From an optimization exercise on the open Yosys and OpenROAD flow, aimed at small area, a short achievable clock period and few clock cycles per item; shortcuts taken in it are not production practice. Where RTL was checked, it was by simulation tests only, not by an equivalence proof against the original. For runs 5 and 6, only the layout was checked, not whether the RTL still works. No activity file was given, so power comes from the tool's default toggle rates.

<file path="flow/flow/run.sh">
#!/bin/bash
# Layout flow: the standard ORFS flow, with two changes to how the layout
# is made (the design, clock period and constraints are unchanged):
#  - port buffers are plain buffers (sky130_fd_sc_hd__buf_2) instead of the
#    delay cells buffer_ports picks by default; every port still gets one;
#  - timing repair aims for a setup slack margin of 5.5 ns.
# Each tool's full output goes to its own log in this folder and under
# orfs/logs/.
set -euo pipefail
export BUFFER_PORTS_ARGS="-buffer_cell sky130_fd_sc_hd__buf_2"
bash standard.sh SETUP_SLACK_MARGIN=5.5 finish > make_finish.log 2>&1
</file>
<file path="flow/standard.sh">
#!/bin/bash
# synth_recipe.tcl (not shown) runs the flow's synth.tcl, then flattens the netlist and writes it again
# the make line also repeats each setting of config.mk as NAME=value (left out here)
make -C /OpenROAD-flow-scripts/flow DESIGN_CONFIG=/design/flow/config.mk WORK_HOME=/design/flow/orfs CLKGATE_MAP_FILE= SYNTH_SCRIPT=/design/flow/synth_recipe.tcl "${@:-finish}"
</file>
<file path="flow/config.mk">
export PLATFORM = sky130hd
export DESIGN_NAME = trimmed_mean_ph_converter
export DESIGN_NICKNAME = trimmed_mean_ph_converter
export VERILOG_FILES = /design/flow/design.v
export SDC_FILE = /design/flow/constraint.sdc
export NUM_CORES = 4
export LEC_CHECK = 0
export CAP_MARGIN = 20
export CORE_MARGIN = 2
export CORE_UTILIZATION = 40
export SLEW_MARGIN = 20
</file>
<file path="flow/constraint.sdc">
create_clock -name core_clock -period 8.0 [get_ports {i_clk}]
set_input_delay 1.6000 -clock core_clock [delete_from_list [all_inputs] [get_ports {i_clk}]]
set_output_delay 1.6000 -clock core_clock [all_outputs]
set_load 0.01 [all_outputs]
</file>
<file path="flow/design.v">
package tmpc_pkg;
    localparam int DEF_WINDOW      = 10;
    localparam int DEF_DROP        = 2;
    localparam int DEF_SAMPLE_BITS = 12;
    localparam int OFFSET_W   = 17;
    localparam int GAIN_W     = 20;
    localparam int PH_W       = 18;
    localparam int TSUM_W     = 15;
    localparam int CFG_IDX_W  = 2;
    localparam int CFG_DATA_W = 20;
    localparam logic [CFG_IDX_W-1:0] REG_OFFSET = 2'd0;
    localparam logic [CFG_IDX_W-1:0] REG_GAIN   = 2'd1;
    localparam logic signed [OFFSET_W-1:0] OFFSET_RESET = 17'sd21340;
    localparam logic [GAIN_W-1:0]          GAIN_RESET   = 20'd304000;
endpackage
import tmpc_pkg::*;
module tmpc_ctrl
#(
    parameter int WINDOW      = DEF_WINDOW,
    parameter int DROP        = DEF_DROP,
    parameter int SAMPLE_BITS = DEF_SAMPLE_BITS
) (
    input  logic                   i_clk,
    input  logic                   i_rst_n,
    input  logic                   i_start,
    input  logic [SAMPLE_BITS-1:0] i_sample,
    output logic                   o_busy,
    output logic [SAMPLE_BITS-1:0] o_x,         
    output logic                   o_xv,        
    output logic                   o_first,     
    output logic                   o_pop_ok,    
    output logic                   o_pfirst,    
    output logic                   o_last       
);
    localparam int FILL_W = $clog2(WINDOW);
    logic [FILL_W-1:0] r_cnt;
    assign o_busy = 1'b0;
    always_ff @(posedge i_clk) begin
        o_x <= i_sample;
        if (!i_rst_n) begin
            o_xv <= 1'b0;
        end else begin
            o_xv <= i_start;
        end
    end
    assign o_first  = (r_cnt == '0);
    assign o_pop_ok = (r_cnt >= FILL_W'(DROP));
    assign o_pfirst = (r_cnt == FILL_W'(DROP));
    assign o_last   = (r_cnt == FILL_W'(WINDOW - 1));
    always_ff @(posedge i_clk) begin
        if (!i_rst_n) begin
            r_cnt <= '0;
        end else if (o_xv) begin
            r_cnt <= o_last ? '0 : r_cnt + 1'b1;
        end
    end
endmodule
import tmpc_pkg::*;
module tmpc_dp
#(
    parameter int SAMPLE_BITS = DEF_SAMPLE_BITS
) (
    input  logic                         i_clk,
    input  logic                         i_rst_n,
    input  logic [SAMPLE_BITS-1:0]       i_x,
    input  logic                         i_xv,
    input  logic                         i_first,
    input  logic                         i_pop_ok,
    input  logic                         i_pfirst,
    input  logic                         i_last,
    input  logic                         i_cfg_wr,
    input  logic [CFG_IDX_W-1:0]         i_cfg_index,
    input  logic [CFG_DATA_W-1:0]        i_cfg_data,
    output logic                         o_valid,
    output logic signed [PH_W-1:0]       o_ph_milli,
    output logic [TSUM_W-1:0]            o_trimmed_sum
);
    localparam int SB  = SAMPLE_BITS;
    localparam int AW  = TSUM_W;           
    localparam int XW  = GAIN_W + 3;       
    localparam int PW  = XW - 2;           
    logic [SB-1:0] r_m1, r_m2;             
    logic          w_lt1, w_lt2;
    logic [SB-1:0] r_p;
    logic          r_pv, r_pfirst, r_plast;
    assign w_lt1 = i_x < r_m1;
    assign w_lt2 = i_x < r_m2;
    always_ff @(posedge i_clk) begin
        if (i_xv) begin
            if (i_first) begin
                r_m1 <= i_x;
                r_m2 <= '1;
            end else begin
                r_m1 <= w_lt1 ? i_x : r_m1;
                r_m2 <= w_lt1 ? r_m1 : (w_lt2 ? i_x : r_m2);
            end
        end
    end
    always_ff @(posedge i_clk) begin
        r_p <= w_lt2 ? r_m2 : i_x;
    end
    always_ff @(posedge i_clk) begin
        if (!i_rst_n) begin
            r_pv     <= 1'b0;
            r_pfirst <= 1'b0;
            r_plast  <= 1'b0;
        end else begin
            r_pv     <= i_xv && i_pop_ok;
            r_pfirst <= i_xv && i_pfirst;
            r_plast  <= i_xv && i_last;
        end
    end
    logic [SB-1:0] r_x1, r_x2;             
    logic          w_gt1, w_gt2;
    logic [AW-1:0] r_acc;
    logic [AW-1:0] w_add;
    logic          r_sub1, r_sub2, r_done;
    assign w_gt1 = r_p > r_x1;
    assign w_gt2 = r_p > r_x2;
    always_ff @(posedge i_clk) begin
        if (r_pv) begin
            if (r_pfirst) begin
                r_x1 <= r_p;
                r_x2 <= '0;
            end else begin
                r_x1 <= w_gt1 ? r_p : r_x1;
                r_x2 <= w_gt1 ? r_x1 : (w_gt2 ? r_p : r_x2);
            end
        end
    end
    always_comb begin
        if (r_sub1) begin
            w_add = ~{{(AW-SB){1'b0}}, r_x1};
        end else if (r_sub2) begin
            w_add = ~{{(AW-SB){1'b0}}, r_x2};
        end else begin
            w_add = {{(AW-SB){1'b0}}, r_p};
        end
    end
    always_ff @(posedge i_clk) begin
        if (r_pv || r_sub1 || r_sub2) begin
            r_acc <= (r_pfirst ? AW'(2) : r_acc) + w_add;
        end
    end
    always_ff @(posedge i_clk) begin
        if (!i_rst_n) begin
            r_sub1 <= 1'b0;
            r_sub2 <= 1'b0;
            r_done <= 1'b0;
        end else begin
            r_sub1 <= r_pv && r_plast;
            r_sub2 <= r_sub1;
            r_done <= r_sub2;
        end
    end
    logic signed [OFFSET_W-1:0] r_offset;
    logic [GAIN_W-1:0]          r_gain;
    always_ff @(posedge i_clk) begin
        if (!i_rst_n) begin
            r_offset <= OFFSET_RESET;
            r_gain   <= GAIN_RESET;
        end else if (i_cfg_wr) begin
            if (i_cfg_index == REG_OFFSET) r_offset <= $signed(i_cfg_data[OFFSET_W-1:0]);
            if (i_cfg_index == REG_GAIN)   r_gain   <= i_cfg_data[GAIN_W-1:0];
        end
    end
    logic [AW-1:0]   r_sum;
    logic [3:0]      r_step;               
    logic            r_off;
    logic            r_valid;
    logic signed [XW-1:0] r_w;             
    logic signed [XW-1:0] r_b;             
    logic [2:0]      w_dig;
    logic [AW+1:0]   w_sx;                 
    logic            w_neg, w_one, w_two, w_off;
    logic signed [XW-1:0] w_bn;
    assign w_sx = {1'b0, r_sum, 1'b0};
    always_comb begin
        w_dig = 3'b000;
        if (r_done) begin
            w_dig = {r_acc[1], r_acc[0], 1'b0};
        end else begin
            case (r_step)
                4'd1: w_dig = w_sx[4:2];
                4'd2: w_dig = w_sx[6:4];
                4'd3: w_dig = w_sx[8:6];
                4'd4: w_dig = w_sx[10:8];
                4'd5: w_dig = w_sx[12:10];
                4'd6: w_dig = w_sx[14:12];
                4'd7: w_dig = w_sx[16:14];
                default: w_dig = 3'b000;
            endcase
        end
        w_neg = ~w_dig[2] & (w_dig[1] | w_dig[0]);     
        w_one = w_dig[1] ^ w_dig[0];
        w_two = (w_dig[2] & ~w_dig[1] & ~w_dig[0]) | (~w_dig[2] & w_dig[1] & w_dig[0]);
        w_off = (r_step == 4'd8);
        w_bn  = ({XW{w_one}} & XW'({1'b0, r_gain})) |
                ({XW{w_two}} & XW'({1'b0, r_gain, 1'b0})) |
                ({XW{w_off}} & {{(XW-OFFSET_W){r_offset[OFFSET_W-1]}}, r_offset});
        w_bn  = w_bn ^ {XW{w_neg}};
    end
    always_ff @(posedge i_clk) begin
        if (!i_rst_n) begin
            r_step  <= 4'd0;
            r_valid <= 1'b0;
        end else begin
            r_step  <= r_done ? 4'd1 :
                       ((r_step != 4'd0 && r_step != 4'd9) ? r_step + 4'd1 : 4'd0);
            r_valid <= (r_step == 4'd9);
        end
    end
    always_ff @(posedge i_clk) begin
        r_b   <= w_bn;
        r_off <= w_off;
    end
    always_ff @(posedge i_clk) begin
        if (r_done) begin
            r_sum <= r_acc;
        end
    end
    logic [AW:0]          w_n;             
    logic [AW+1:0]        w_x;             
    logic [AW+1:0]        w_ax;            
    logic signed [PW-1:0] w_p;
    logic signed [XW-1:0] w_a, w_s;
    logic                 w_sat;
    assign w_ax = {1'b0, r_acc, 1'b0};
    always_comb begin
        for (int i = 0; i <= AW; i++) begin
            w_n[i] = ((i % 2) == 0) ? (~w_ax[i+2] & (w_ax[i+1] | w_ax[i])) : 1'b0;
        end
        w_x   = (AW+2)'(w_n) + (AW+2)'(16'hFFFF);
        w_p   = r_w[XW-1:2];
        w_a   = {{2{w_p[PW-1]}}, w_p};
        w_s   = w_a + r_b;
        w_sat = r_off & w_s[XW-1] & ~(&w_s[XW-2:PH_W-1]);
    end
    always_ff @(posedge i_clk) begin
        if (r_done) begin
            r_w <= XW'({w_x, 2'b00});
        end else begin
            r_w <= {w_s[XW-1:PH_W], w_s[PH_W-1] | w_sat, w_s[PH_W-2:0] & {(PH_W-1){~w_sat}}};
        end
    end
    assign o_valid       = r_valid;
    assign o_ph_milli    = r_w[PH_W-1:0];
    assign o_trimmed_sum = r_sum;
endmodule
import tmpc_pkg::*;
module trimmed_mean_ph_converter
#(
    parameter int WINDOW      = DEF_WINDOW,
    parameter int DROP        = DEF_DROP,
    parameter int SAMPLE_BITS = DEF_SAMPLE_BITS
) (
    input  logic                   i_clk,
    input  logic                   i_rst_n,
    input  logic                   i_start,
    output logic                   o_busy,
    input  logic [SAMPLE_BITS-1:0] i_sample,
    output logic                   o_valid,
    output logic signed [PH_W-1:0] o_ph_milli,
    output logic [TSUM_W-1:0]      o_trimmed_sum,
    input  logic                   i_cfg_valid,
    output logic                   o_cfg_ready,
    input  logic [CFG_IDX_W-1:0]   i_cfg_index,
    input  logic [CFG_DATA_W-1:0]  i_cfg_data
);
    logic [SAMPLE_BITS-1:0] w_x;
    logic w_xv, w_first, w_pop_ok, w_pfirst, w_last;
    assign o_cfg_ready = 1'b1;
    tmpc_ctrl #(
        .WINDOW      (WINDOW),
        .DROP        (DROP),
        .SAMPLE_BITS (SAMPLE_BITS)
    ) u_ctrl (
        .i_clk    (i_clk),
        .i_rst_n  (i_rst_n),
        .i_start  (i_start),
        .i_sample (i_sample),
        .o_busy   (o_busy),
        .o_x      (w_x),
        .o_xv     (w_xv),
        .o_first  (w_first),
        .o_pop_ok (w_pop_ok),
        .o_pfirst (w_pfirst),
        .o_last   (w_last)
    );
    tmpc_dp #(
        .SAMPLE_BITS (SAMPLE_BITS)
    ) u_dp (
        .i_clk         (i_clk),
        .i_rst_n       (i_rst_n),
        .i_x           (w_x),
        .i_xv          (w_xv),
        .i_first       (w_first),
        .i_pop_ok      (w_pop_ok),
        .i_pfirst      (w_pfirst),
        .i_last        (w_last),
        .i_cfg_wr      (i_cfg_valid & o_cfg_ready),
        .i_cfg_index   (i_cfg_index),
        .i_cfg_data    (i_cfg_data),
        .o_valid       (o_valid),
        .o_ph_milli    (o_ph_milli),
        .o_trimmed_sum (o_trimmed_sum)
    );
endmodule
</file>
==> results_dict.tcl, run 1 <==
set metrics [dict create \
    dieArea_um2 28100 \
    viasPerCell 5.34 \
    cts_sinks 201 \
    relSlewSlack_pct 44.8 \
    grt_max_degree 54 \
    drv_slew 0 \
    clk_pin_slew_ns 0.06 \
    grt-ovfl-total 0 \
    hold_viol_final 0 \
    chipHeight_um 168 \
    postSynth.asyncResetShare_pct 0 \
    remaining_drc_errors 0 \
    area_growth_pct 27.1 \
    critPathCaptureType "flop" \
    finalCritPeriodShare_pct 34.2 \
    grt_pass1_vias 7747 \
    synth_fp_nets 1194 \
    r2r_setup_slack_ns 5.26 \
    synth_edf_count 78 \
    totalWireLength_um 26100 \
    slowest_delay_ns 0.37 \
    worstRegToRegCells 14 \
    tns_ns 0 \
    io_pins 74 \
    syn-cell-area_um2 10700 \
    ant_nets 0 \
    slowest_stage "dfxtp_4" \
    cts_hold_buf 0 \
    path_max_fanout 4 \
    n_antenna_cell 0 \
    setup_viol 0 \
    worst_slack_ns 5.26 \
    p_leak_nw 5.58 \
    max-cap-violations 0 \
    ys_warn_count 2 \
    synth_area_per_cell_um2 10.0 \
    min_delay_path_depth 0 \
    numCtsBuffers 23 \
    coreArea_um2 26200 \
    cts_root_buf "clkbuf_16" \
    antenna_found_initial 0 \
    criticalPathCategory "reg2reg" \
    initial_core_util_pct 40.9 \
    synth_flop_cell "dfxtp_1" \
    avgRoutedWirePerCell_um 17.1 \
    synth_area_leaders "dfxtp_1 23%, edfxtp_1 22%, ha_1 10%" \
    drt-initial-drc-count 499 \
    cts_tree "built" \
    clkLatencyLatePin_ns 0.52 \
    timing.fmax_ghz 0.365 \
    arrival_ns 3.00 \
    synth_common_cells "123 x dfxtp_1, 117 x nand2_1, 88 x ha_1, 78 x edfxtp_1, 56 x inv_1" \
    grt.total_usage_pct 17.6 \
    grt_first_pass_wirelength_um 40400 \
    htree_levels 1 \
    cts_buffer_depth 3 \
    fin_crit_ns 2.74 \
    final_nets 1304 \
    num_vias 8166 \
    hpwl_um 16600 \
    worstSetupPathDepth 14 \
    finClkSkew_ns 0.0203 \
    irDropWorstVdd_v 0.000174 \
    crit_buf_inv 1 \
    synth.distinct_cells 70 \
    dr.pass1.iters 8 \
    ys_ff_latch 201 \
    synth_top_cell_by_area "dfxtp_1" \
    seqCellArea_um2 4890 \
    numPortBuffers 71 \
    synth_cells 1066 \
    synth_seq_area_share_pct 44.9 \
    rsz0062_at_grt "true" \
    critPathRequiredTime_ns 8.27 \
    yosysMostFrequentCell "dfxtp_1" \
    gp_congestion 0.841 \
    powerDensity_nw_per_um2 176 \
    num_rows 59 \
    pre_cts_ws_ns 4.81 \
    multi_input_area_um2 6170 \
    die_w_um 168 \
    tightest_slew_ns 0.821 \
    worstPathCellList "mux2i_1 -> nor2_1 -> a21oi_1 -> ha_2 -> inv_2 -> fa_2 -> nor2b_1 -> o21a_1 -> o21ai_2 -> a211oi_2 -> o31a_1 -> a21o_1 -> a21oi_2 -> xor2_1" \
    fillers 2320 \
    synthDominantCellAreaShare_pct 23.0 \
    critPathLaunchType "flop" \
    path_delay_family "compound AO/OA/AOI/OAI gates" \
    layout-drive-gt1-share_pct 30.3 \
    hp-class "reg2reg" \
    outcome "timing/DRC/antenna clean" \
]
## path summary, 6_finish.rpt
kind                                  endpoint   startpoint
worst max-delay path            u_dp.r_acc[14]  u_dp.r_sub2
worst min register to register    u_dp.r_x1[0]  u_dp.r_p[0]
worst min-delay path              u_dp.r_x1[0]  u_dp.r_p[0]
worst max register to register  u_dp.r_acc[14]  u_dp.r_sub2
## what timing repair did
action / CTS / global route
endpoints found under the setup margin: 142 / 124
gates cloned: 5 / 3
buffers inserted: 44 / 24
pin swaps: 41 / 58
gates resized for setup: 127 / 78
## registers in the layout (all words and copies together), names as in the netlist, 15 cells and up
name / flops
u_dp.r_acc: 15
u_dp.r_offset: 17
u_dp.r_gain: 20
u_dp.r_sum: 15
u_dp.r_b: 22
u_dp.r_w: 23
## placed cells by master (no fill, tap or decap), types with 13 or more instances in the layout
cell type and count:
a211oi_2 13, a21boi_0 25, a21o_1 25, a21oi_1 37, a222oi_1 19, buf_2 56
buf_4 56, buf_6 28, clkbuf_16 24, dfxtp_1 94, dfxtp_4 19, edfxtp_1 78
ha_1 65, ha_4 16, inv_1 51, mux2i_1 19, nand2_1 104, nand3_1 28
nor2_1 46, nor2b_1 34, o211ai_1 15, o21ai_0 20, xnor2_1 49, xor2_1 13
## stage by stage
step                      hold WS (ns)  instance area, um2  util, %  power [mW]  instances
after global routing             0.466               13600     52.0        2.49       1528
after CTS                        0.476               13000     49.7        2.41       1501
after floorplan                  0.429               10900        -        1.29       1066
after detailed placement         0.462               11300     43.2        1.34       1410
after global placement           0.464               11300     43.2        1.34       1410
final                            0.454               13600     52.0        2.40       1528
## cell type report
class                      count  share of cell area [%]
sequential                   201                    35.9
clock inverter                11                   0.698
inverter                      56                    1.56
tap                          335                    3.08
clock buffer                  31                    4.90
timing repair buffer         148                    8.54
multi-input combinational    746                    45.3
## power breakdown
part | switching (mW) | internal, mW | leakage [nW] | total [mW]
Sequential | 0.0261 | 1.09 | 1.70 | 1.12
Clock | 0.428 | 0.620 | 0.367 | 1.05
Combinational | 0.118 | 0.115 | 3.52 | 0.233
Total | 0.572 | 1.83 | 5.58 | 2.40
## routing by layer
layer / global-route usage, % / wire length [um] / part of all wire [%] / up-vias
li1: - / - / - / 4068
met1: 25.3 / 12600 / 48 / 3874
met2: 27.7 / 11800 / 45 / 181
met3: 2.27 / 1020 / 3.9 / 43
met4: 4.95 / 650 / 2.5 / 0
met5: 0 / 0 / 0 / -
## logic make-up (layout without fill, tap and decap cells)
family | after synthesis | in the layout | synth area share [%]
adders and majority gates | 90 | 90 | 10.7
muxes | 32 | 32 | 3.18
xor gates and xnor gates | 63 | 63 | 5.15
and+or+nand+nor | 299 | 302 | 13.5
AOI/OAI and AO/OA | 254 | 257 | 17.4
DFF | 201 | 201 | 44.9
other | 2 | 2 | 0.0701
buffers and inverters | 125 | 246 | 5.26
Testbench counts, summed over its fixed seeds: cycles 16,272, windows 1,600.
==> run 2: changes to the inputs <==
==> flow/flow/run.sh (replaced) <==
#!/bin/bash
set -euo pipefail
export BUFFER_PORTS_ARGS="-buffer_cell sky130_fd_sc_hd__buf_2"
export CTS_ARGS="-sink_clustering_enable -repair_clock_nets -dont_use_dummy_load -sink_clustering_size 18 -sink_clustering_max_diameter 150 -buf_list sky130_fd_sc_hd__clkbuf_16 -distance_between_buffers 2000 -branching_point_buffers_distance 2000 -sink_clustering_levels 1"
bash standard.sh SETUP_SLACK_MARGIN=5 finish > make_finish.log 2>&1
==> run 2 against run 1 <==
  * Register-to-register slack got worse by 0.12 ns
  * Utilization is 7.1 points lower
  * Cell count fell by 6.3%
  * First-iteration DRC count down 20%
  * Wire length shrank 13%
  * Global-route usage fell by 1.7 points
  * Critical path type unchanged
  * Largest cell class unchanged
  * Largest power group unchanged
==> results_dict.tcl, run 2 <==
set metrics [dict create \
    grt_max_degree 54 \
    synth_area_per_cell_um2 10.0 \
    p_leak_nw 4.86 \
    numPortBuffers 71 \
    dieArea_um2 28100 \
    die_w_um 168 \
    layout_commonest_cell "dfxtp_1" \
    synth_flop_cell "dfxtp_1" \
    relSlewSlack_pct 43.6 \
    hp-class "reg2reg" \
    coreArea_um2 26200 \
    arrival_ns 3.24 \
    layout-drive-gt1-share_pct 14.7 \
    synth_edf_count 78 \
    irDropWorstVdd_v 0.000179 \
    synth_top_family_by_area "compound AO/OA/AOI/OAI gates" \
    worstRegToRegCells 10 \
    ant_nets 0 \
    use_met1_pct 23.6 \
    synth_xor_area_share_pct 5.15 \
    comb_power_share_pct 9.9 \
    cts_tree "built" \
    synthDominantCellAreaShare_pct 23.0 \
    powerDensity_nw_per_um2 169 \
    n_antenna_cell 0 \
    area_growth_pct 9.78 \
    clkLatencyLatePin_ns 0.47 \
    cts_root_buf "clkbuf_16" \
    met2_usage_pct 24.7 \
    min-delay-start "u_dp.r_p[0]" \
    critPathCaptureType "flop" \
    synthAdderAreaFrac_pct 10.7 \
    cts_buffer_depth 3 \
    ys_warn_count 2 \
    r2r_setup_slack_ns 5.14 \
    final_nets 1227 \
    totalWireLength_um 22600 \
    dr.pass1.iters 7 \
    drt-initial-drc-count 397 \
    p_switching_uw 463 \
    synth_common_cells "123 x dfxtp_1, 117 x nand2_1, 88 x ha_1, 78 x edfxtp_1, 56 x inv_1" \
    swShare_pct 23.3 \
    synth.distinct_cells 70 \
    ys_ff_latch 201 \
    gp_congestion 0.829 \
    synth_compound_area_share_pct 17.4 \
    p_clk_share_pct 33.6 \
    synth_fp_nets 1194 \
    grt.busiest_layer "met2" \
    chipHeight_um 168 \
    hpwl_um 16500 \
    numCtsBuffers 15 \
    min_delay_path_depth 0 \
    synth_seq_area_share_pct 44.9 \
    grt.total_usage_pct 15.8 \
    met3_usage_pct 2.15 \
    viasPerCell 5.32 \
    critPathRequiredTime_ns 8.38 \
    io_pins 74 \
    outcome "timing/DRC/antenna clean" \
    grt_pass1_vias 7109 \
    htree_levels 1 \
    largest_register "u_dp.r_w" \
    num_vias 7622 \
    postSynth.asyncResetShare_pct 0 \
    grt_first_pass_wirelength_um 36600 \
    p_int_mw 1.52 \
    tns_ns 0 \
    largest_registers "u_dp.r_w: 23 flops, u_dp.r_b: 22 flops, u_dp.r_gain: 20 flops" \
    synth_cells 1066 \
    synthMuxAreaShare_pct 3.18 \
    setup_viol 0 \
    reg2reg_from "u_dp.r_b[0]" \
    syn-cell-area_um2 10700 \
    initial_core_util_pct 40.9 \
    avgRoutedWirePerCell_um 15.8 \
    max-cap-violations 0 \
    drv_slew 0 \
    antenna_found_initial 0 \
    synth_top_cell_by_area "dfxtp_1" \
    synthSimpleGateAreaFrac_pct 13.5 \
    path_max_fanout 14 \
    hold_end "u_dp.r_x1[0]" \
    synth_area_leaders "dfxtp_1 23%, edfxtp_1 22%, ha_1 10%" \
    num_rows 59 \
    largest_reg_flops 23 \
    whs_ns 0.453 \
    yosysMostFrequentCell "dfxtp_1" \
    grt-ovfl-total 0 \
    tightest_slew_ns 0.843 \
    criticalPathCategory "reg2reg" \
    clk_pin_slew_ns 0.08 \
    r2r_end "u_dp.r_w[4]" \
    critPathLaunchType "flop" \
    fillers 2520 \
    rsz0062_at_grt "true" \
    hold_viol_final 0 \
    timing.fmax_ghz 0.350 \
    finalCritPeriodShare_pct 35.7 \
    cts_sinks 201 \
    fin_crit_ns 2.86 \
    remaining_drc_errors 0 \
    final_cell_mix "119 x dfxtp_1, 116 x nand2_1, 86 x ha_1, 78 x edfxtp_1, 71 x buf_2" \
    seqPwrFrac_pct 56.4 \
    finClkSkew_ns 0.0437 \
]
-- run 2: cell counts after synthesis --
Identical to the previous run, type by type.
-- run 2: how the worst max path moves through the flow --
stage / slack (ns) / cells after the start / start / endpoint
2_1_floorplan: 5.02 / 14 / u_dp.r_sub2 / u_dp.r_acc[14]
3_3_place_gp: 4.50 / 8 / u_dp.r_x1[9] / u_dp.r_x2[1]
6_report: 5.14 / 10 / u_dp.r_b[0] / u_dp.r_w[4]
3_5_place_dp: 4.41 / 8 / u_dp.r_x1[10] / u_dp.r_x2[1]
4_1_cts: 5.01 / 8 / u_dp.r_x1[10] / u_dp.r_x2[1]
5_1_grt: 4.93 / 10 / u_dp.r_b[0] / u_dp.r_w[7]
-- run 2: per-layer routing --
layer  share of wire (%)  up-vias
li1                    -     3867
met1                  51     3580
met2                  43      159
met3                 4.2       16
met4                 1.4        0
met5                   0        -
-- run 2: critical path: stages (launching register included) --
cell      delay [ns]
dfxtp_1         0.35
ha_1            0.24
fa_1            0.46
a211oi_2        0.29
o211ai_2        0.13
nand3_1         0.11
nand2_1         0.13
a31oi_4         0.23
nand3b_1        0.16
o311a_4         0.44
a211oi_1        0.25
-- run 2: cell type report --
cell class	count	area, um2	share of cell area (%)
Inverter	56	210	1.79
Clock buffer	15	375	3.19
Timing Repair Buffer	85	460	3.92
Multi-Input combinational cell	740	5480	46.6
Sequential cell	201	4810	40.9
Tap cell	335	419	3.56
-- run 2: power groups by stage --
stage	clock network, mW	logic [mW]	registers, mW
after floorplan	0	0.149	1.13
after global placement	0	0.190	1.14
after detailed placement	0	0.192	1.14
after CTS	0.691	0.196	1.12
after global routing	0.724	0.224	1.12
final	0.667	0.197	1.12
-- run 2: logic make-up (layout without fill, tap and decap cells) --
kind of cell               Yosys count  in the layout
muxes                               32             32
buffers and inverters              125            156
adders and majority gates           90             90
xor gates and xnor gates            63             63
AOI/OAI and AO/OA                  254            254
other                                2              2
and+or+nand+nor                    299            299
DFF                                201            201
-- run 2: what timing repair did --
item                       4_1_cts  5_1_grt
buffers inserted                 2        6
pin swaps                        2        8
hold buffers                     0        0
gates cloned                     0        0
gates resized for setup         17       16
setup endpoints to repair       60       50
-- run 2: per-stage QoR --
step / total power, mW / utilization, % / cells / setup WS (ns) / instance area, um2
3_3_place_gp: 1.33 / 42.7 / 1409 / 4.50 / 11200
2_1_floorplan: 1.28 / - / 1066 / 5.02 / 10700
4_1_cts: 2.01 / 44.4 / 1426 / 5.01 / 11600
6_report: 1.98 / 44.9 / 1432 / 5.14 / 11800
5_1_grt: 2.07 / 44.9 / 1432 / 4.93 / 11800
3_5_place_dp: 1.34 / 42.7 / 1409 / 4.41 / 11200
==> run 3: changes to the inputs <==
==> flow/flow/run.sh (replaced) <==
#!/bin/bash
set -euo pipefail
export BUFFER_PORTS_ARGS="-buffer_cell sky130_fd_sc_hd__buf_2"
export CTS_ARGS="-sink_clustering_enable -repair_clock_nets -dont_use_dummy_load -sink_clustering_size 25 -sink_clustering_max_diameter 150 -buf_list sky130_fd_sc_hd__clkbuf_16 -root_buf sky130_fd_sc_hd__clkbuf_16 -distance_between_buffers 2000 -branching_point_buffers_distance 2000"
bash standard.sh SETUP_SLACK_MARGIN=5 finish > make_finish.log 2>&1
==> run 3 against run 2 <==
  * Still clean on timing, DRC and antenna
  * Die area is the same
  * Synthesized cell count is the same
  * Sequential cell count is the same
  * Critical endpoint is now u_dp.r_w[7]
  * Critical path type unchanged
  * Worst hold slack lost 0.011 ns
  * Highest routed layer unchanged
  * Sequential share of layout area grew 0.29 points
==> results_dict.tcl, run 3 <==
set metrics [dict create \
    largest_reg_flops 23 \
    ant_nets 0 \
    synth_cells 1066 \
    synthDominantCellAreaShare_pct 23.0 \
    cts_root_buf "clkbuf_16" \
    initial_core_util_pct 40.9 \
    num_vias 7610 \
    clkLatencyLatePin_ns 0.48 \
    die_w_um 168 \
    grt.total_usage_pct 15.8 \
    synth.distinct_cells 70 \
    synth_edf_count 78 \
    relSlewSlack_pct 44.1 \
    synth_top_family_by_area "compound AO/OA/AOI/OAI gates" \
    finalInstanceArea_um2 11700 \
    totalWireLength_um 22600 \
    gp_congestion 0.829 \
    dieArea_um2 28100 \
    remaining_drc_errors 0 \
    power.total_mw 1.91 \
    hpwl_um 16500 \
    outcome "timing/DRC/antenna clean" \
    synth_area_per_cell_um2 10.0 \
    max-cap-violations 0 \
    antenna_found_initial 0 \
    drt-initial-drc-count 379 \
    largest_register "u_dp.r_w" \
    tightest_slew_ns 0.836 \
    n_antenna_cell 0 \
    numCtsBuffers 12 \
    met1Wirelength_um 11600 \
    grt_max_degree 54 \
    critPathLaunchType "flop" \
    path_max_fanout 14 \
    num_rows 59 \
    grt-ovfl-total 0 \
    cts_tree "built" \
    final_nets 1224 \
    top_layer "met4" \
    cts_buffer_depth 3 \
    grt_first_pass_wirelength_um 36500 \
    wl_met3_um 913 \
    coreArea_um2 26200 \
    fin_crit_ns 2.84 \
    chipHeight_um 168 \
    synth_top_cell_by_area "dfxtp_1" \
    area_growth_pct 9.02 \
    irDropWorstVdd_v 0.000107 \
    arrival_ns 3.24 \
    synth_fp_nets 1194 \
    rsz0062_at_grt "true" \
    layout_commonest_cell "dfxtp_1" \
    synth_compound_area_share_pct 17.4 \
    fillers 2537 \
    synth_seq_area_share_pct 44.9 \
    wl_met2_um 9730 \
    finClkSkew_ns 0.0657 \
    largest_registers "u_dp.r_w: 23 flops, u_dp.r_b: 22 flops, u_dp.r_gain: 20 flops" \
    critPathRequiredTime_ns 8.40 \
    synth_flop_cell "dfxtp_1" \
    synth_xor_area_share_pct 5.15 \
    criticalPathCategory "reg2reg" \
    final_cell_mix "119 x dfxtp_1, 116 x nand2_1, 86 x ha_1, 78 x edfxtp_1, 71 x buf_2" \
    setup_viol 0 \
    ys_ff_latch 201 \
    syn-cell-area_um2 10700 \
    clk_pin_slew_ns 0.11 \
    grt_pass1_vias 7118 \
    drv_slew 0 \
    viasPerCell 5.33 \
    cts_sinks 201 \
    seqCellArea_um2 4810 \
    finalCritPeriodShare_pct 35.5 \
    powerDensity_nw_per_um2 164 \
    synthMuxAreaShare_pct 3.18 \
    io_pins 74 \
    synthAdderAreaFrac_pct 10.7 \
    placed_area_um2 11200 \
    synthSimpleGateAreaFrac_pct 13.5 \
    htree_levels 1 \
    tns_ns 0 \
    timing.fmax_ghz 0.352 \
    postSynth.asyncResetShare_pct 0 \
    hp-class "reg2reg" \
    synth_area_leaders "dfxtp_1 23%, edfxtp_1 22%, ha_1 10%" \
    layout-drive-gt1-share_pct 14.4 \
    hold_viol_final 0 \
    dr.pass1.iters 7 \
    numPortBuffers 71 \
    utilization_pct 44.6 \
    yosysMostFrequentCell "dfxtp_1" \
    p_leak_nw 4.82 \
    ys_warn_count 2 \
    avgRoutedWirePerCell_um 15.8 \
    synth_common_cells "123 x dfxtp_1, 117 x nand2_1, 88 x ha_1, 78 x edfxtp_1, 56 x inv_1" \
    critPathCaptureType "flop" \
    multi_input_area_um2 5470 \
]
[run 3: repair_timing]
action,CTS,global route
endpoints found under the setup margin,58,50
pin swaps,2,8
hold buffers,0,0
resized for setup,16,16
setup buffers,2,6
[run 3: cell type report]
cell class / instances / area share (%)
clock buffers: 12 / 2.57
inverters: 56 / 1.80
well taps: 335 / 3.59
flip-flops and latches: 201 / 41.2
multi-input cells: 740 / 46.9
repair buffers: 85 / 3.94
[run 3: where the power goes]
part           switching (mW)  internal [mW]  total (mW)
Sequential             0.0237           1.10        1.12
Clock                   0.326          0.270       0.596
Combinational           0.105         0.0914       0.196
Total                   0.455           1.46        1.91
[run 3: path summary, 6_finish.rpt]
path / start / end / slack (ns) / depth (start not counted)
worst min register to register: u_dp.r_m2[6] / u_dp.r_p[6] / 0.44 / 1
worst min-delay path: u_dp.r_m2[6] / u_dp.r_p[6] / 0.44 / 1
worst max-delay path: u_dp.r_b[0] / u_dp.r_w[7] / 5.16 / 10
worst max register to register: u_dp.r_b[0] / u_dp.r_w[7] / 5.16 / 10
[run 3: through the flow]
stage,setup slack [ns],std cells,hold WS (ns)
floorplan,5.02,1066,0.429
global placement,4.50,1409,0.449
detailed placement,4.41,1409,0.455
CTS,5.00,1423,0.443
global route,4.93,1429,0.451
finish,5.16,1429,0.441
[run 3: logic make-up after synthesis]
kind of cell,count (synthesis)
AND/OR/NAND/NOR,299
buffers and inverters,125
other,2
adder cells (fa/ha/maj),90
XOR/XNOR,63
multiplexers,32
AO/OA/AOI/OAI,254
flip-flops,201
[run 3: per-layer routing]
metal	track usage, %	vias up
li1	-	3867
met1	23.4	3575
met2	24.6	148
met3	2.20	20
met4	3.67	0
met5	0	-
[run 3: worst max-delay path: stages (launching register included)]
cell and delay, ns:
dfxtp_1 0.35, ha_1 0.24, fa_1 0.46, a211oi_2 0.29
o211ai_2 0.13, nand3_1 0.11, nand2_1 0.13, a31oi_4 0.23
nand3b_1 0.16, o311a_4 0.44, a211oi_1 0.24
==> run 4: changes to the inputs <==
==> flow/flow/run.sh (replaced) <==
#!/bin/bash
set -euo pipefail
export BUFFER_PORTS_ARGS="-buffer_cell sky130_fd_sc_hd__buf_2"
export CTS_ARGS="-sink_clustering_enable -repair_clock_nets -dont_use_dummy_load -sink_clustering_size 25 -sink_clustering_max_diameter 150 -buf_list sky130_fd_sc_hd__clkbuf_16 -root_buf sky130_fd_sc_hd__clkbuf_16 -distance_between_buffers 2000 -branching_point_buffers_distance 2000"
bash standard.sh SETUP_SLACK_MARGIN=5.3 finish > make_finish.log 2>&1
==> run 4 against run 3 <==
  * Still clean
  * Register-to-register slack gained 0.13 ns
  * Utilization grew 2.4 points
  * First-iteration DRC count grew 42%
  * Combinational power grew 9.7%
  * Largest power group unchanged
==> results_dict.tcl, run 4 <==
set metrics [dict create \
    p_leak_nw 5.02 \
    worstPathCellList "mux2i_1 -> nor2_1 -> a21oi_2 -> ha_2 -> inv_2 -> fa_2 -> nor2b_1 -> o21a_1 -> o21ai_2 -> a211oi_2 -> o31a_1 -> a21o_1 -> a21oi_2 -> xor2_1" \
    criticalPathCategory "reg2reg" \
    grt-ovfl-total 0 \
    clkLatencyLatePin_ns 0.47 \
    grt.total_usage_pct 16.4 \
    critPathCaptureType "flop" \
    p_clk_share_pct 30.6 \
    synth.distinct_cells 70 \
    num_vias 7769 \
    largest_registers "u_dp.r_w: 23 flops, u_dp.r_b: 22 flops, u_dp.r_gain: 20 flops" \
    slowest_stage "dfxtp_4" \
    p_int_mw 1.47 \
    cts_buffer_depth 3 \
    utilization_pct 47.0 \
    path_max_fanout 6 \
    clk_pin_slew_ns 0.10 \
    power.total_mw 1.92 \
    grt_pass1_vias 7393 \
    area_growth_pct 14.9 \
    syn-cell-area_um2 10700 \
    final_nets 1257 \
    drt-initial-drc-count 537 \
    rsz0062_at_grt "true" \
    relSlewSlack_pct 41.3 \
    avgRoutedWirePerCell_um 16.1 \
    synth_common_cells "123 x dfxtp_1, 117 x nand2_1, 88 x ha_1, 78 x edfxtp_1, 56 x inv_1" \
    cts_root_buf "clkbuf_16" \
    hold_viol_final 0 \
    timing.fmax_ghz 0.369 \
    cts_sinks 201 \
    crit_buf_inv 1 \
    synth_fp_nets 1194 \
    synth_area_leaders "dfxtp_1 23%, edfxtp_1 22%, ha_1 10%" \
    synth_cells 1066 \
    numCtsBuffers 12 \
    largest_register "u_dp.r_w" \
    num_rows 59 \
    io_pins 74 \
    grt_max_degree 54 \
    chipHeight_um 168 \
    layout-drive-gt1-share_pct 22.4 \
    htree_levels 1 \
    crit_top_cell "a21oi_2" \
    seqPwrFrac_pct 58.2 \
    hpwl_um 16600 \
    powerDensity_nw_per_um2 156 \
    postSynth.asyncResetShare_pct 0 \
    path_delay_family "compound AO/OA/AOI/OAI gates" \
    dieArea_um2 28100 \
    tightest_slew_ns 0.881 \
    fin_crit_ns 2.71 \
    finalCritPeriodShare_pct 33.9 \
    yosysMostFrequentCell "dfxtp_1" \
    dr.pass1.iters 7 \
    ys_warn_count 2 \
    largest_reg_flops 23 \
    irDropWorstVdd_v 0.000139 \
    p_switching_uw 453 \
    synthDominantCellAreaShare_pct 23.0 \
    hp-class "reg2reg" \
    final_cell_mix "114 x nand2_1, 105 x dfxtp_1, 78 x edfxtp_1, 72 x buf_2, 66 x ha_1" \
    layout_commonest_cell "nand2_1" \
    antenna_found_initial 0 \
    critPathLaunchType "flop" \
    totalWireLength_um 23600 \
    critPathRequiredTime_ns 8.22 \
    setup_viol 0 \
    gp_congestion 0.845 \
    cts_hold_buf 0 \
    initial_core_util_pct 40.9 \
    numPortBuffers 71 \
    synth_area_per_cell_um2 10.0 \
    ant_nets 0 \
    swShare_pct 23.6 \
    synth_flop_cell "dfxtp_1" \
    outcome "timing/DRC/antenna clean" \
    max-cap-violations 0 \
    die_w_um 168 \
    ys_ff_latch 201 \
    tns_ns 0 \
    viasPerCell 5.31 \
    cts_tree "built" \
    coreArea_um2 26200 \
    synth_top_cell_by_area "dfxtp_1" \
    arrival_ns 2.93 \
    finClkSkew_ns 0.0614 \
    grt_first_pass_wirelength_um 37800 \
    synth_edf_count 78 \
    drv_slew 0 \
    slowest_delay_ns 0.39 \
    synth_seq_area_share_pct 44.9 \
    remaining_drc_errors 0 \
    comb_power_share_pct 11.2 \
]
run 4: kinds of logic (layout without fill, tap and decap cells):
logic type,after synthesis,count (layout),synth area share [%]
XOR/XNOR,63,63,5.15
other,2,3,0.0701
adder cells (fa/ha/maj),90,90,10.7
flip-flops,201,201,44.9
buffers and inverters,125,184,5.26
multiplexers,32,32,3.18
AND/OR/NAND/NOR,299,299,13.5
AO/OA/AOI/OAI,254,256,17.4
run 4: final cells by class:
cell class / count / area, um2
Clock buffer: 12 / 300
Tap cell: 335 / 419
Antenna cell: 1 / 2.50
Timing Repair Buffer: 116 / 706
Multi-Input combinational cell: 742 / 5830
Fill cell: 2492 / 13900
Sequential cell: 201 / 4840
Inverter: 56 / 210
run 4: worst reg2reg max path, cell delays in order, from the launching register on:
cell and delay [ns]:
dfxtp_4 0.39, mux2i_1 0.18, nor2_1 0.07, a21oi_2 0.13, ha_2 0.20, inv_2 0.04, fa_2 0.33, nor2b_1 0.12
o21a_1 0.16, o21ai_2 0.08, a211oi_2 0.26, o31a_1 0.18, a21o_1 0.14, a21oi_2 0.06, xor2_1 0.13
run 4: power groups by stage:
stage	Combinational [mW]	Sequential (mW)	Clock [mW]
finish	0.215	1.12	0.588
floorplan	0.152	1.13	0
detailed placement	0.195	1.14	0
CTS	0.205	1.12	0.607
global placement	0.192	1.14	0
global route	0.244	1.12	0.637
run 4: timing repair:
item,in CTS,in global routing
cloned,1,2
setup endpoints to repair,95,77
pin swaps,25,39
setup buffers,20,19
resized for setup,57,52
run 4: path summary, 6_finish.rpt:
| check | endpoint | cells after the start | slack (ns) | from |
|---|---|---|---|---|
| max | u_dp.r_acc[14] | 14 | 5.29 | u_dp.r_sub2 |
| min reg2reg | u_dp.r_p[5] | 1 | 0.44 | u_dp.r_m2[5] |
| min | u_dp.r_p[5] | 1 | 0.44 | u_dp.r_m2[5] |
| max reg2reg | u_dp.r_acc[14] | 14 | 5.29 | u_dp.r_sub2 |
run 4: metrics by stage:
stage                     std cells  cell area, um2  worst slack (ns)  hold slack [ns]
after detailed placement       1408           11200              4.49            0.456
after global routing           1462           12300              5.13            0.455
after global placement         1408           11200              4.52            0.448
after floorplan                1066           10800              5.31            0.429
final                          1463           12300              5.29            0.438
after CTS                      1441           11900              5.27            0.438
run 4: routing by layer:
metal	track usage, %	up-vias	wire [um]
met5	0	-	0
met4	3.63	0	450
met3	2.27	26	1160
met2	25.2	184	10200
met1	24.4	3622	11800
li1	-	3937	-
==> run 5: changes to the inputs <==
--- a/flow/design.v
+++ b/flow/design.v
@@ -84,4 +84,6 @@
     logic [SB-1:0] r_p;
     logic          r_pv, r_pfirst, r_plast;
+    logic [SB-1:0] r_x1, r_x2;             
+    logic          r_sub1, r_sub2, r_subx, r_done;
     assign w_lt1 = i_x < r_m1;
     assign w_lt2 = i_x < r_m2;
@@ -97,6 +99,13 @@
         end
     end
+    logic [SB-1:0] w_x1n;                  
     always_ff @(posedge i_clk) begin
-        r_p <= w_lt2 ? r_m2 : i_x;
+        if (r_pv && r_plast) begin
+            r_p <= ~w_x1n;
+        end else if (r_sub1) begin
+            r_p <= ~r_x2;
+        end else begin
+            r_p <= w_lt2 ? r_m2 : i_x;
+        end
     end
     always_ff @(posedge i_clk) begin
@@ -111,11 +120,9 @@
         end
     end
-    logic [SB-1:0] r_x1, r_x2;             
     logic          w_gt1, w_gt2;
     logic [AW-1:0] r_acc;
-    logic [AW-1:0] w_add;
-    logic          r_sub1, r_sub2, r_done;
     assign w_gt1 = r_p > r_x1;
     assign w_gt2 = r_p > r_x2;
+    assign w_x1n = w_gt1 ? r_p : r_x1;
     always_ff @(posedge i_clk) begin
         if (r_pv) begin
@@ -124,21 +131,12 @@
                 r_x2 <= '0;
             end else begin
-                r_x1 <= w_gt1 ? r_p : r_x1;
+                r_x1 <= w_x1n;
                 r_x2 <= w_gt1 ? r_x1 : (w_gt2 ? r_p : r_x2);
             end
         end
     end
-    always_comb begin
-        if (r_sub1) begin
-            w_add = ~{{(AW-SB){1'b0}}, r_x1};
-        end else if (r_sub2) begin
-            w_add = ~{{(AW-SB){1'b0}}, r_x2};
-        end else begin
-            w_add = {{(AW-SB){1'b0}}, r_p};
-        end
-    end
     always_ff @(posedge i_clk) begin
-        if (r_pv || r_sub1 || r_sub2) begin
-            r_acc <= (r_pfirst ? AW'(2) : r_acc) + w_add;
+        if (r_pv || r_subx) begin
+            r_acc <= (r_pfirst ? AW'(2) : r_acc) + {{(AW-SB){r_subx}}, r_p};
         end
     end
@@ -147,8 +145,10 @@
             r_sub1 <= 1'b0;
             r_sub2 <= 1'b0;
+            r_subx <= 1'b0;
             r_done <= 1'b0;
         end else begin
             r_sub1 <= r_pv && r_plast;
             r_sub2 <= r_sub1;
+            r_subx <= (r_pv && r_plast) || r_sub1;
             r_done <= r_sub2;
         end
@@ -165,5 +165,6 @@
         end
     end
-    logic [AW-1:0]   r_sum;
+    localparam int RW = 18;
+    logic [RW-1:0]   r_sum;
     logic [3:0]      r_step;               
     logic            r_off;
@@ -172,23 +173,13 @@
     logic signed [XW-1:0] r_b;             
     logic [2:0]      w_dig;
-    logic [AW+1:0]   w_sx;                 
     logic            w_neg, w_one, w_two, w_off;
     logic signed [XW-1:0] w_bn;
-    assign w_sx = {1'b0, r_sum, 1'b0};
     always_comb begin
-        w_dig = 3'b000;
         if (r_done) begin
             w_dig = {r_acc[1], r_acc[0], 1'b0};
+        end else if (r_step != 4'd0 && r_step < 4'd8) begin
+            w_dig = r_sum[3:1];
         end else begin
-            case (r_step)
-                4'd1: w_dig = w_sx[4:2];
-                4'd2: w_dig = w_sx[6:4];
-                4'd3: w_dig = w_sx[8:6];
-                4'd4: w_dig = w_sx[10:8];
-                4'd5: w_dig = w_sx[12:10];
-                4'd6: w_dig = w_sx[14:12];
-                4'd7: w_dig = w_sx[16:14];
-                default: w_dig = 3'b000;
-            endcase
+            w_dig = 3'b000;
         end
         w_neg = ~w_dig[2] & (w_dig[1] | w_dig[0]);     
@@ -217,5 +208,7 @@
     always_ff @(posedge i_clk) begin
         if (r_done) begin
-            r_sum <= r_acc;
+            r_sum <= RW'(r_acc);
+        end else begin
+            r_sum <= {r_sum[1:0], r_sum[RW-1:2]};
         end
     end
@@ -246,5 +239,5 @@
     assign o_valid       = r_valid;
     assign o_ph_milli    = r_w[PH_W-1:0];
-    assign o_trimmed_sum = r_sum;
+    assign o_trimmed_sum = r_sum[AW-1:0];
 endmodule
 import tmpc_pkg::*;
==> flow/flow/run.sh (replaced) <==
#!/bin/bash
# Standard ORFS flow; port buffers are sky130_fd_sc_hd__buf_2; repair aims for 5 ns setup margin;
# clock tree from clkbuf_16 clusters of up to 30 sinks, no dummy loads.
set -euo pipefail
export BUFFER_PORTS_ARGS="-buffer_cell sky130_fd_sc_hd__buf_2"
export CTS_ARGS="-sink_clustering_enable -repair_clock_nets -dont_use_dummy_load -sink_clustering_size 30 -sink_clustering_max_diameter 100 -buf_list sky130_fd_sc_hd__clkbuf_16 -distance_between_buffers 500 -branching_point_buffers_distance 500"
bash standard.sh SETUP_SLACK_MARGIN=5 finish > make_finish.log 2>&1
==> run 5 against run 4 <==
  * Still clean on timing, DRC and antenna
  * Global-route usage shrank 0.78 points
  * Cell count rose by 0.41%
  * Sequential share of layout area is 0.32 points higher
  * First-iteration DRC count down 6.9%
  * Largest power group unchanged
==> results_dict.tcl, run 5 <==
set metrics [dict create \
    outcome "timing/DRC/antenna clean" \
    hold_end "u_dp.r_sum[13]" \
    ys_ff_latch 205 \
    worstPathCellList "ha_4 -> fa_2 -> a211oi_2 -> o211ai_2 -> a41oi_2 -> nor3_4 -> o311ai_2 -> a21bo_1 -> a31oi_4 -> a311oi_4 -> buf_4 -> buf_12 -> o31ai_1" \
    numCtsBuffers 11 \
    synth_fp_nets 1230 \
    clk_pin_slew_ns 0.09 \
    final_nets 1256 \
    arrival_ns 3.33 \
    grt_max_degree 52 \
    drt-initial-drc-count 500 \
    synth_cells 1103 \
    largest_register "u_dp.r_w" \
    remaining_drc_errors 0 \
    ys_warn_count 2 \
    power.total_mw 2.01 \
    cts_hold_buf 0 \
    slowest_delay_ns 0.37 \
    critPathLaunchType "flop" \
    avgRoutedWirePerCell_um 15.5 \
    largest_registers "u_dp.r_w: 23 flops, u_dp.r_b: 22 flops, u_dp.r_gain: 20 flops" \
    worstRegToRegCells 13 \
    min_delay_path_depth 1 \
    relSlewSlack_pct 41.1 \
    cts_tree "built" \
    synth_area_per_cell_um2 9.93 \
    reg2reg_from "u_dp.r_w[2]" \
    synthDominantCellAreaShare_pct 25.9 \
    largest_reg_flops 23 \
    criticalPathCategory "reg2reg" \
    synth_flop_cell "dfxtp_1" \
    clkLatencyLatePin_ns 0.47 \
    critPathCaptureType "flop" \
    num_rows 60 \
    swShare_pct 25.3 \
    die_w_um 170 \
    p_clk_share_pct 28.1 \
    synth_common_cells "142 x dfxtp_1, 127 x nand2_1, 87 x ha_1, 63 x edfxtp_1, 54 x inv_1" \
    totalWireLength_um 22700 \
    tns_ns 0 \
    synth.distinct_cells 69 \
    layout-drive-gt1-share_pct 16.9 \
    grt-ovfl-total 0 \
    viasPerCell 5.20 \
    area_growth_pct 9.14 \
    dieArea_um2 28700 \
    syn-cell-area_um2 11000 \
    yosysMostFrequentCell "dfxtp_1" \
    finalCritPeriodShare_pct 37.6 \
    finClkSkew_ns 0.0458 \
    rsz0062_at_grt "true" \
    chipHeight_um 170 \
    grt.total_usage_pct 15.6 \
    ant_nets 0 \
    gp_congestion 0.794 \
    fillers 2591 \
    dr.pass1.iters 7 \
    hold_viol_final 0 \
    hp-class "reg2reg" \
    htree_levels 1 \
    hpwl_um 16200 \
    min-delay-start "u_dp.r_sum[15]" \
    whs_ns 0.463 \
    initial_core_util_pct 40.7 \
    p_switching_uw 509 \
    seqPwrFrac_pct 57.3 \
    path_max_fanout 8 \
    tightest_slew_ns 0.880 \
    postSynth.asyncResetShare_pct 0 \
    irDropWorstVdd_v 0.000205 \
    max-cap-violations 0 \
    p_leak_nw 5.09 \
    layout_commonest_cell "dfxtp_1" \
    io_pins 74 \
    grt_pass1_vias 7063 \
    num_vias 7634 \
    fin_crit_ns 3.01 \
    numPortBuffers 71 \
    synth_top_cell_by_area "dfxtp_1" \
    r2r_setup_slack_ns 4.99 \
    cts_root_buf "clkbuf_16" \
    comb_power_share_pct 14.6 \
    cts_sinks 205 \
    critPathRequiredTime_ns 8.32 \
    p_int_mw 1.50 \
    grt_first_pass_wirelength_um 36600 \
    synth_area_leaders "dfxtp_1 26%, edfxtp_1 17%, ha_1 9.9%" \
    cts_buffer_depth 3 \
    timing.fmax_ghz 0.332 \
    powerDensity_nw_per_um2 168 \
    final_cell_mix "139 x dfxtp_1, 126 x nand2_1, 81 x ha_1, 71 x buf_2, 63 x edfxtp_1" \
    drv_slew 0 \
    synth_seq_area_share_pct 43.2 \
    setup_viol 0 \
    r2r_end "u_dp.r_w[5]" \
    coreArea_um2 27000 \
    slowest_stage "fa_2" \
    antenna_found_initial 3 \
    synth_edf_count 63 \
]
==> run 5: cell types whose count changed after synthesis, moves of 7 or more <==
| cell | previous run | this run |
|---|---|---|
| mux2_2 | 12 | 26 |
| dfxtp_1 | 123 | 142 |
| nand2_1 | 117 | 127 |
| a21oi_1 | 46 | 53 |
| nand3_1 | 31 | 40 |
| xnor2_1 | 49 | 23 |
| buf_4 | 20 | 35 |
| a22o_1 | 7 | 0 |
| a211oi_1 | 22 | 2 |
| mux2i_1 | 19 | 41 |
| nor2_1 | 49 | 39 |
| edfxtp_1 | 78 | 63 |
| xor2_1 | 14 | 40 |
==> run 5: through the flow <==
stage | instance area, um2 | worst slack, ns | util (%) | instances
finish | 12000 | 4.99 | 44.4 | 1469
global route | 12000 | 4.83 | 44.4 | 1468
CTS | 11700 | 5.00 | 43.5 | 1454
detailed placement | 11300 | 4.35 | 42.1 | 1438
global placement | 11300 | 4.44 | 42.1 | 1438
floorplan | 11000 | 5.01 | - | 1103
==> run 5: repair_timing <==
item                                    CTS  global route
gates cloned                              1             1
hold endpoints to repair                  0             0
gates resized for setup                  17            22
setup buffers                             4            13
pin swaps                                10            27
endpoints found under the setup margin   61            32
==> run 5: cells by family (layout without fill, tap and decap cells) <==
family                   after synthesis  in the layout  share of synthesized area (%)
other                                  2              3                         0.0685
adder cells (fa/ha/maj)               89             89                           10.3
AO/OA/AOI/OAI                        235            235                           15.5
AND/OR/NAND/NOR                      304            304                           13.4
multiplexers                          67             67                           6.42
buffers and inverters                138            162                           6.05
XOR/XNOR                              63             63                           5.04
flip-flops                           205            205                           43.2
==> run 5: routing by layer <==
metal | vias up | share of wire [%] | GRT usage, %
met5 | - | 0.12 | 0
met4 | 4 | 1.4 | 2.82
met3 | 20 | 5.3 | 2.19
met2 | 162 | 42 | 23.4
met1 | 3520 | 51 | 23.9
li1 | 3928 | - | -
==> run 5: worst max-delay path: cells and delay by family (launching register included) <==
| kind | cells | cell delay [ns] |
|---|---|---|
| compound gates | 8 | 1.63 |
| fa+ha+maj | 2 | 0.53 |
| flops | 1 | 0.34 |
| buf+inv | 2 | 0.31 |
| simple gates | 1 | 0.07 |
==> run 5: power groups by stage <==
stage / sequential (mW) / combinational (mW) / clock, mW
2_1_floorplan: 1.16 / 0.233 / 0
3_3_place_gp: 1.18 / 0.276 / 0
3_5_place_dp: 1.18 / 0.281 / 0
4_1_cts: 1.15 / 0.286 / 0.592
5_1_grt: 1.16 / 0.334 / 0.626
6_report: 1.15 / 0.294 / 0.566
==> run 5: area by class of cell <==
type                       instances  area, um2  share of cell area, %
sequential                       205       4740                   39.6
timing repair buffer              96        597                   4.99
antenna                            1       2.50                 0.0209
multi-input combinational        760       5710                   47.7
clock buffer                      11        275                   2.30
tap                              341        427                   3.57
inverter                          55        208                   1.74
==> run 5: worst max path at each step <==
stage | start | endpoint | slack [ns] | cells past startpoint
finish | u_dp.r_w[2] | u_dp.r_w[5] | 4.99 | 13
global route | u_dp.r_w[2] | u_dp.r_w[5] | 4.83 | 13
CTS | u_dp.r_pfirst | u_dp.r_acc[14] | 5.00 | 12
detailed placement | u_dp.r_w[2] | u_dp.r_w[4] | 4.35 | 11
global placement | u_dp.r_w[2] | u_dp.r_w[4] | 4.44 | 11
floorplan | u_dp.r_w[2] | u_dp.r_w[7] | 5.01 | 12
==> run 6: changes to the inputs <==
--- a/flow/design.v
+++ b/flow/design.v
@@ -217,5 +217,5 @@
     logic [AW+1:0]        w_ax;            
     logic signed [PW-1:0] w_p;
-    logic signed [XW-1:0] w_a, w_s;
+    logic signed [XW-1:0] w_a, w_s, w_sc;
     logic                 w_sat;
     assign w_ax = {1'b0, r_acc, 1'b0};
@@ -228,5 +228,6 @@
         w_a   = {{2{w_p[PW-1]}}, w_p};
         w_s   = w_a + r_b;
-        w_sat = r_off & w_s[XW-1] & ~(&w_s[XW-2:PH_W-1]);
+        w_sc  = w_a + XW'({~r_offset[OFFSET_W-1], r_offset});
+        w_sat = r_off & w_sc[XW-1];
     end
     always_ff @(posedge i_clk) begin
==> run 6 against run 5 <==
  * Wire length increased by 11%
  * Sequential power about the same
  * Maximum frequency increased by 8.8%
  * Utilization decreased by 0.86 points
  * Synthesized cell count increased by 7.3%
  * Die area increased by 4.3%
  * Critical path depth decreased by 6
  * Worst setup slack improved by 0.24 ns
  * Largest cell class unchanged
  * First-iteration DRC count increased by 13%
==> results_dict.tcl, run 6 <==
set metrics [dict create \
    die_w_um 173 \
    cts_tree "built" \
    synthMuxAreaShare_pct 5.15 \
    dr.pass1.iters 6 \
    syn-cell-area_um2 11400 \
    chipHeight_um 173 \
    avgRoutedWirePerCell_um 16.1 \
    arrival_ns 2.95 \
    relSlewSlack_pct 30.5 \
    min_delay_path_depth 1 \
    layout_commonest_cell "nand2_1" \
    antenna_found_initial 0 \
    max-cap-violations 0 \
    num_vias 8302 \
    seqPwrFrac_pct 59.4 \
    ys_ff_latch 205 \
    r2r_setup_slack_ns 5.23 \
    min-delay-start "u_dp.r_sum[17]" \
    initial_core_util_pct 40.9 \
    synth_common_cells "146 x nand2_1, 142 x dfxtp_1, 104 x ha_1, 65 x a21oi_1, 63 x edfxtp_1" \
    numCtsBuffers 11 \
    final_cell_mix "146 x nand2_1, 140 x dfxtp_1, 104 x ha_1, 71 x buf_2, 64 x a21oi_1" \
    grt_pass1_vias 7740 \
    clk_pin_slew_ns 0.12 \
    rsz0062_at_grt "false" \
    n_antenna_cell 0 \
    synth_area_per_cell_um2 9.67 \
    p_switching_uw 461 \
    worstRegToRegCells 7 \
    numPortBuffers 71 \
    viasPerCell 5.29 \
    clkLatencyLatePin_ns 0.47 \
    largest_reg_flops 23 \
    yosysMostFrequentCell "nand2_1" \
    powerDensity_nw_per_um2 156 \
    grt_first_pass_wirelength_um 41100 \
    htree_levels 1 \
    hold_viol_final 0 \
    largest_register "u_dp.r_w" \
    hpwl_um 19100 \
    synth_area_leaders "dfxtp_1 25%, edfxtp_1 17%, ha_1 11%" \
    setup_viol 0 \
    critPathCaptureType "flop" \
    layout-drive-gt1-share_pct 11.5 \
    final_nets 1338 \
    tightest_slew_ns 1.04 \
    io_pins 74 \
    p_leak_nw 5.09 \
    reg2reg_from "u_dp.r_p[9]" \
    grt_max_degree 55 \
    synth_cells 1184 \
    area_growth_pct 6.49 \
    finalCritPeriodShare_pct 34.6 \
    p_int_mw 1.44 \
    coreArea_um2 28000 \
    synthDominantCellAreaShare_pct 24.8 \
    grt.total_usage_pct 16.6 \
    cts_buffer_depth 3 \
    synthAdderAreaFrac_pct 11.7 \
    ys_warn_count 2 \
    p_clk_share_pct 30.1 \
    synth_edf_count 63 \
    r2r_end "u_dp.r_x1[4]" \
    hp-class "reg2reg" \
    drt-initial-drc-count 566 \
    synth_top_cell_by_area "dfxtp_1" \
    synth_fp_nets 1328 \
    irDropWorstVdd_v 0.000152 \
    critPathRequiredTime_ns 8.18 \
    synth.distinct_cells 78 \
    postSynth.asyncResetShare_pct 0 \
    swShare_pct 24.2 \
    dieArea_um2 30000 \
    synth_top_family_by_area "compound AO/OA/AOI/OAI gates" \
    finClkSkew_ns 0.0414 \
    synth_flop_cell "dfxtp_1" \
    fillers 2747 \
    timing.fmax_ghz 0.362 \
    ant_nets 0 \
    num_rows 61 \
    tns_ns 0 \
    criticalPathCategory "reg2reg" \
    synth_xor_area_share_pct 4.59 \
    outcome "timing/DRC/antenna clean" \
    synth_compound_area_share_pct 16.5 \
    totalWireLength_um 25200 \
    utilization_pct 43.5 \
    critPathLaunchType "flop" \
    drv_slew 0 \
    path_max_fanout 13 \
    grt-ovfl-total 0 \
    remaining_drc_errors 0 \
    fin_crit_ns 2.77 \
    cts_root_buf "clkbuf_16" \
    comb_power_share_pct 10.6 \
    synthSimpleGateAreaFrac_pct 14.3 \
    cts_sinks 205 \
    largest_registers "u_dp.r_w: 23 flops, u_dp.r_b: 22 flops, u_dp.r_gain: 20 flops" \
    synth_seq_area_share_pct 41.4 \
    hold_end "u_dp.r_sum[15]" \
    gp_congestion 0.847 \
]
[run 6: metrics by stage]
| stage | power, mW | std cells | hold WS (ns) | setup slack, ns | cell area, um2 |
|---|---|---|---|---|---|
| 2_1_floorplan | 1.29 | 1184 | 0.412 | 5.22 | 11400 |
| 3_3_place_gp | 1.34 | 1552 | 0.415 | 4.34 | 11800 |
| 3_5_place_dp | 1.35 | 1553 | 0.430 | 4.21 | 11800 |
| 4_1_cts | 1.92 | 1565 | 0.434 | 5.01 | 12100 |
| 5_1_grt | 1.99 | 1570 | 0.433 | 5.09 | 12200 |
| 6_report | 1.90 | 1570 | 0.439 | 5.23 | 12200 |
[run 6: worst max-delay path by stage]
stage / slack [ns] / depth (start not counted) / endpoint / start
2_1_floorplan: 5.22 / 11 / u_dp.r_acc[13] / u_dp.r_pfirst
3_3_place_gp: 4.34 / 9 / u_dp.r_x2[0] / u_dp.r_x1[1]
3_5_place_dp: 4.21 / 9 / u_dp.r_x2[2] / u_dp.r_x1[1]
4_1_cts: 5.01 / 7 / u_dp.r_m2[7] / u_ctrl.o_x[10]
5_1_grt: 5.09 / 10 / u_dp.r_w[14] / u_dp.r_w[2]
6_report: 5.23 / 7 / u_dp.r_x1[4] / u_dp.r_p[9]
[run 6: metal layers]
layer	vias up	share of wire [%]	GRT usage [%]	wire [um]
li1	4221	-	-	-
met1	3884	53	25.5	13300
met2	174	41	24.7	10500
met3	23	4.2	2.15	1060
met4	0	1.5	3.46	383
met5	-	0	0	0
[run 6: kinds of logic (layout without fill, tap and decap cells)]
family | count (synthesis) | in the layout
AND/OR/NAND/NOR | 344 | 344
XOR/XNOR | 60 | 60
multiplexers | 55 | 55
buffers and inverters | 148 | 155
adder cells (fa/ha/maj) | 106 | 106
flip-flops | 205 | 205
AO/OA/AOI/OAI | 264 | 265
other | 2 | 2
[run 6: critical path, stage by stage (launching register included)]
cell and delay, ns:
dfxtp_1 0.49, ha_1 0.30, a21oi_1 0.15, nor2_1 0.07, a211oi_1 0.51, a21oi_4 0.17
nor2_4 0.40, mux2_1 0.38
[run 6: what timing repair did]
item	4_1_cts	5_1_grt
hold buffers	0	0
resized for setup	5	1
setup buffers	0	5
gates cloned	1	0
pin swaps	1	1
endpoints found under the setup margin	38	25
[run 6: area by class of cell]
type | count | area, um2 | share of cell area, %
Tap cell | 378 | 473 | 3.88
Sequential cell | 205 | 4740 | 38.9
Multi-Input combinational cell | 832 | 6030 | 49.5
Timing Repair Buffer | 81 | 430 | 3.53
Clock buffer | 11 | 275 | 2.26
Inverter | 63 | 236 | 1.94
[run 6: power by group through the flow]
stage          combinational [mW]  sequential (mW)  clock, mW
2_1_floorplan               0.150             1.14          0
3_3_place_gp                0.191             1.15          0
3_5_place_dp                0.192             1.15          0
4_1_cts                     0.197             1.13      0.598
5_1_grt                     0.227             1.13      0.632
6_report                    0.201             1.13      0.572

==> what the ideal ports hide <==
In the flow no input, the clock included, has a driving cell. The finished layouts below were timed again as built, in two steps. Step 1 (the two cells are an assumption about what drives the block):
set clk [get_ports {i_clk}]
set_driving_cell -lib_cell sky130_fd_sc_hd__clkbuf_16 $clk
set_driving_cell -lib_cell sky130_fd_sc_hd__buf_2 [delete_from_list [all_inputs] $clk]
Step 2 moves the port delays by t, midway between the first and last clock arrival at a register: inputs arrive t later, outputs are due t later. That takes back most of the time a late clock gives input paths. Slacks: ideal ports / drivers / drivers and shift; pairs: ideal ports / drivers.
| run | t, ns | setup slack, ns | worst register clock-pin slew, ns |
|---|---|---|---|
| run 1 | 0.557 | 5.264 / 5.243 / 5.260 | 0.07 / 0.07 |
| run 2 | 0.500 | 5.145 / 5.145 / 5.111 | 0.08 / 0.08 |
| run 3 | 0.498 | 5.160 / 5.160 / 5.139 | 0.11 / 0.11 |
| run 4 | 0.483 | 5.289 / 5.248 / 5.138 | 0.11 / 0.11 |
| run 5 | 0.497 | 4.989 / 4.989 / 4.989 | 0.11 / 0.11 |
| run 6 | 0.502 | 5.234 / 5.209 / 5.098 | 0.12 / 0.12 |
After both steps setup and hold are still met in every run listed. The setup slack of run 4, which loses most, moves by -0.041 ns with the drivers and by -0.151 ns with both steps.
